From an optimization exercise on the open Yosys and OpenROAD flow, aimed at small area, a short achievable clock period and few clock cycles; shortcuts taken in it are not production practice. RTL that was checked went through simulation tests only; none was proved equivalent to the original. No activity file was given, so power comes from the tool's default toggle rates.

==> ember: inputs <==
Design mult_div_unit, start of the top module:
module mult_div_unit #(
  parameter int DATA_W    = mult_div_unit_pkg::MD_DATA_W,
  parameter int DIV_STEPS = mult_div_unit_pkg::MD_DIV_STEPS
) (
  input  logic              clk,
  input  logic              rst,
  input  logic              flush,
  input  logic              en,
  input  logic [5:0]        funct,
  input  logic [DATA_W-1:0] operand_1,
  input  logic [DATA_W-1:0] operand_2,
  output logic              busy,
  output logic [DATA_W-1:0] hi,
  output logic [DATA_W-1:0] lo,
  output logic              done
);
Settings: LEC_CHECK=0, CAP_MARGIN=20, CORE_MARGIN=2, CORE_UTILIZATION=40, SLEW_MARGIN=20; clock period 10.0 ns.
standard.sh (not shown) runs the stock make flow with config.mk's settings and CLKGATE_MAP_FILE= SYNTH_SCRIPT=/design/flow/synth_recipe.tcl, a recipe that flattens the netlist after the stock synthesis.
==> flow/flow/run.sh <==
#!/bin/bash
# Standard synthesis, then the standard layout with faster port buffers and a tighter
# timing-repair target aimed at the worst paths.
set -euo pipefail
bash standard.sh synth > synth.log 2>&1
bash standard.sh SETUP_SLACK_MARGIN=5.0 TNS_END_PERCENT=10 "BUFFER_PORTS_ARGS=-buffer_cell sky130_fd_sc_hd__buf_2" finish > layout.log 2>&1
==> fjord: changes against ember <==
==> flow/flow/run.sh (replaced) <==
#!/bin/bash
# Standard synthesis, then the standard layout with faster port buffers and a tighter
# timing-repair target aimed at the worst paths.
set -euo pipefail
bash standard.sh synth > synth.log 2>&1
bash standard.sh SETUP_SLACK_MARGIN=5.6 TNS_END_PERCENT=30 "BUFFER_PORTS_ARGS=-buffer_cell sky130_fd_sc_hd__buf_2" finish > layout.log 2>&1
==> nickel: changes against ember <==
--- a/flow/design.v
+++ b/flow/design.v
@@ -139,96 +139,72 @@
   logic        last_q;       
   logic [4:0]  cnt_q;        
   logic [5:0]  sel_q;        
   logic        neg_a_q;      
   logic        neg_b_q;
   logic        div_zero_q;
-  logic        swap_q;       
-  logic        short_q;      
   logic [5:0]  clz_a_q;      
   logic [5:0]  clz_b_q;
   logic        corr_a_q;
   logic        corr_b_q;
   logic [31:0] hi_q;
   logic [31:0] lo_q;
   logic [32:0] a_q;          
   logic [63:0] acc_q;        
   logic        start, is_mul, is_signed;
   logic [32:0] op1_x, op2_x;
   logic        op2_zero;
   logic [31:0] dsgn;
-  logic [4:0]  k1, k2, k_init;
-  logic [4:0]  win1, win2, win_init;
-  logic [5:0]  sel_init;
-  logic        swap;
-  logic [32:0] mplier;
+  logic [8:1]  fits;
   logic [36:0] e_in;
+  logic [4:0]  k_init;
+  logic [4:0]  win_init;
+  logic [5:0]  sel_init;
   logic [31:0] y1, y2;
   logic [5:0]  clz_y1, clz_y2;
   logic        corr1, corr2;
-  logic [7:0]  shamt_in;
-  logic        short_div;
-  function automatic logic [9:0] md_chunks(input logic [32:0] x);
-    logic [31:0] d;
-    logic [8:1]  f;
-    logic [36:0] e;
-    logic [4:0]  k;
-    logic [4:0]  w;
-    d = x[31:0] ^ {32{x[32]}};
-    for (int i = 1; i <= 8; i++) f[i] = (d >> (4*i-1)) == 32'd0;
-    e = {{3{x[32]}}, x, 1'b0};
-    k = 5'd8;
-    w = e[36:32];
-    for (int i = 8; i >= 1; i--) if (f[i]) k = 5'(i - 1);
-    for (int j = 0; j < 8; j++) if (f[j+1] && (j == 0 || !f[j])) w = e[4*j +: 5];
-    md_chunks = {k, w};
-  endfunction
   always_comb begin
     start     = en && !flush && (state == mult_div_unit_pkg::MD_IDLE) && mult_div_unit_pkg::md_is_long_op(funct);
     is_mul    = !funct[1];
     is_signed = !funct[0];
     op1_x     = {is_signed & operand_1[31], operand_1};
     op2_x     = {is_signed & operand_2[31], operand_2};
     op2_zero  = (operand_2 == 32'd0);
     dsgn      = operand_2 ^ {32{op2_x[32]}};
-    {k1, win1} = md_chunks(op1_x);
-    {k2, win2} = md_chunks(op2_x);
-    swap      = k1 < k2;
-    k_init    = swap ? k1 : k2;
-    win_init  = swap ? win1 : win2;
-    mplier    = swap_q ? op1_x : op2_x;
-    e_in      = {{3{mplier[32]}}, mplier, 1'b0};
+    for (int k = 1; k <= 8; k++) fits[k] = (dsgn >> (4*k-1)) == 32'd0;
+    k_init    = 5'd8;
+    for (int k = 8; k >= 1; k--) if (fits[k]) k_init = 5'(k - 1);
+    e_in      = {{3{op2_x[32]}}, op2_x, 1'b0};
+    win_init  = e_in[36:32];
+    for (int j = 0; j < 8; j++) if (fits[j+1] && (j == 0 || !fits[j])) win_init = e_in[4*j +: 5];
     y1        = operand_1 ^ {32{op1_x[32]}};
     y2        = dsgn;
     corr1     = op1_x[32] && (((y1 >> 1) & ~y1) == 32'd0);
     corr2     = op2_x[32] && (((y2 >> 1) & ~y2) == 32'd0);
   end
   mult_div_unit_booth_dec u_dec_i0 (.w(win_init[2:0]), .sel(sel_init[2:0]));
   mult_div_unit_booth_dec u_dec_i1 (.w(win_init[4:2]), .sel(sel_init[5:3]));
   mult_div_unit_lzc u_lzc_1 (.x(y1), .n(clz_y1));
   mult_div_unit_lzc u_lzc_2 (.x(y2), .n(clz_y2));
-  always_comb begin
-    shamt_in  = {2'b00, clz_y2} - {2'b00, clz_y1} + {7'd0, corr1} - {7'd0, corr2};
-    short_div = shamt_in[7];
-  end
   logic [34:0] pp0, pp1;
   logic [41:0] csa_x, csa_y, csa_z, csa_s, csa_c, u;
   logic [23:0] up_inc, up_dec, up_next;
   logic [63:0] acc_next;
   logic [4:0]  cnt_dec;
   logic [4:0]  win_next;
   logic [5:0]  sel_next;
   mult_div_unit_booth_row u_row0 (.a(a_q), .sel(sel_q[2:0]), .pp(pp0));
   mult_div_unit_booth_row u_row1 (.a(a_q), .sel(sel_q[5:3]), .pp(pp1));
+  logic        u_co;
+  mult_div_unit_add_bk #(42) u_cpa (.a(csa_s), .b(csa_c), .cin(1'b0), .s(u), .cout(u_co));
   always_comb begin
     csa_x    = {2'b00, acc_q[35:0], 1'b0, sel_q[5], 1'b0, sel_q[2]};
     csa_y    = {{7{pp0[34]}}, pp0};
     csa_z    = {{5{pp1[34]}}, pp1, 2'b00};
     csa_s    = csa_x ^ csa_y ^ csa_z;
     csa_c    = {(csa_x[40:0] & csa_y[40:0]) | (csa_x[40:0] & csa_z[40:0]) | (csa_y[40:0] & csa_z[40:0]), 1'b0};
-    u        = csa_s + csa_c;
     up_inc   = acc_q[59:36] + 24'd1;
     up_dec   = acc_q[59:36] - 24'd1;
     up_next  = u[41] ? up_dec : (u[40] ? up_inc : acc_q[59:36]);
     acc_next = {up_next, u[39:0]};
     cnt_dec  = cnt_q - 5'd1;
     win_next = 5'd0;
@@ -262,23 +238,23 @@
       state  <= mult_div_unit_pkg::MD_IDLE;
       last_q <= 1'b0;
     end else begin
       case (state)
         mult_div_unit_pkg::MD_IDLE: begin
           if (start) begin
-            last_q <= is_mul ? (k_init == 5'd0) : (op2_zero || short_div);
+            last_q <= is_mul ? (k_init == 5'd0) : op2_zero;
             state  <= is_mul ? mult_div_unit_pkg::MD_MUL : mult_div_unit_pkg::MD_NORM;
           end
         end
         mult_div_unit_pkg::MD_MUL: begin
           last_q <= (cnt_q == 5'd1);
           if (last_q) state <= mult_div_unit_pkg::MD_IDLE;
         end
         mult_div_unit_pkg::MD_NORM: begin
-          last_q <= (sh == 5'd0) && !need_fix && !last_q;
-          state  <= last_q ? mult_div_unit_pkg::MD_IDLE : mult_div_unit_pkg::MD_DIV;
+          last_q <= (sh == 5'd0) && !need_fix && !div_zero_q;
+          state  <= div_zero_q ? mult_div_unit_pkg::MD_IDLE : mult_div_unit_pkg::MD_DIV;
         end
         mult_div_unit_pkg::MD_DIV: begin
           last_q <= ((cnt_q == 5'd1) && !need_fix) || ((cnt_q == 5'd0) && need_fix);
           if (cnt_q == 5'd0) state <= last_q ? mult_div_unit_pkg::MD_IDLE : mult_div_unit_pkg::MD_FIX;
         end
         mult_div_unit_pkg::MD_FIX: begin
@@ -289,21 +265,19 @@
       endcase
     end
   end
   always_ff @(posedge clk) begin
     case (state)
       mult_div_unit_pkg::MD_IDLE: begin
-        a_q        <= (is_mul && swap) ? op2_x : op1_x;
-        swap_q     <= swap;
+        a_q        <= op1_x;
         acc_q      <= {is_mul ? 32'd0 : operand_2, 32'd0};
         cnt_q      <= k_init;
         sel_q      <= sel_init;
         neg_a_q    <= op1_x[32];
         neg_b_q    <= op2_x[32];
         div_zero_q <= op2_zero;
-        short_q    <= short_div;
         clz_a_q    <= clz_y1;
         clz_b_q    <= clz_y2;
         corr_a_q   <= corr1;
         corr_b_q   <= corr2;
       end
       mult_div_unit_pkg::MD_MUL: begin
@@ -337,18 +311,12 @@
         mult_div_unit_pkg::MD_MUL: begin
           if (last_q) begin
             hi_q <= acc_next[63:32];
             lo_q <= acc_next[31:0];
           end
         end
-        mult_div_unit_pkg::MD_NORM: begin
-          if (short_q && !div_zero_q) begin
-            hi_q <= a_q[31:0];
-            lo_q <= 32'd0;
-          end
-        end
         mult_div_unit_pkg::MD_DIV: begin
           if (last_q) begin
             hi_q <= rem_next;
             lo_q <= quot_next;
           end
         end
==> flow/flow/run.sh (replaced) <==
#!/bin/bash
# Standard synthesis, then the standard layout with faster port buffers and a tighter
# timing-repair target aimed at the worst paths.
set -euo pipefail
bash standard.sh synth > synth.log 2>&1
bash standard.sh SETUP_SLACK_MARGIN=5.4 TNS_END_PERCENT=10 "BUFFER_PORTS_ARGS=-buffer_cell sky130_fd_sc_hd__buf_2" finish > layout.log 2>&1
CORE_UTILIZATION = 65   (was 40)
==> run notes <==
metric	ember	fjord	nickel
Vias in the first global route	26,900	28,000	24,100
Number of antenna violations at the first check in global routing	8	4	8
Share of final-layout standard cells stronger than drive strength 1	17.9%	23.1%	15.3%
Number of nets in the layout	3,847	3,921	3,283
Clk pwr share	11.3%	9.8%	16.1%
Final weighted congestion in routability-driven placement	1.03	1.03	1.09
DRT met1 WL	48,900 µm	50,000 µm	34,100 µm
CP Buf/Inv Count	7	4	3
Number of warnings reported in the yosys synthesis log	12	12	14
Fraction of the yosys area taken by sequential cells	19.5%	19.5%	21.9%
Sink count of the clock tree	195	195	193
Area fraction in and, or, nand and nor cells after synthesis	21.4%	21.4%	20.7%
Class of the most critical setup path	in2reg	in2reg	reg2reg
Status	no timing/DRC/antenna violations	no timing/DRC/antenna violations	no timing/DRC/antenna violations
Testbench counts of ember, summed over its fixed seeds: cycles 30,141.
Testbench counts of fjord, summed over its fixed seeds: cycles 30,141.
Function not checked in nickel: the RTL went through the layout flow alone.

==> static timing again, ports no longer ideal <==
Ports are ideal in the flow. The routed layouts listed here were re-timed in OpenROAD. Step 1: set_driving_cell puts a clkbuf_16 on clk and a buf_2 on each other input, an assumption about the parent block. Step 2 moves the port delays by t, midway between the first and last clock arrival at a register: inputs arrive t later, outputs are due t later. That takes back most of the time a late clock gives input paths. Slacks: no drivers / after step 1 / after step 2; pairs: no drivers / after step 1.
run	t (ns)	setup WS [ns]	slew at the worst register clock pin (ns)	worst data-port slew with drivers (ns)	pins driven straight from the clock port
ember	0.594	4.637 / 4.670 / 4.076	0.09 / 0.09	0.06	1
fjord	0.591	4.627 / 4.631 / 4.041	0.10 / 0.10	0.08	1
nickel	0.544	3.979 / 3.979 / 3.872	0.09 / 0.09	0.07	1
After both steps setup and hold are still met in every run listed. The setup slack of fjord, which loses most, moves by +0.004 ns with the drivers and by -0.586 ns with both steps.
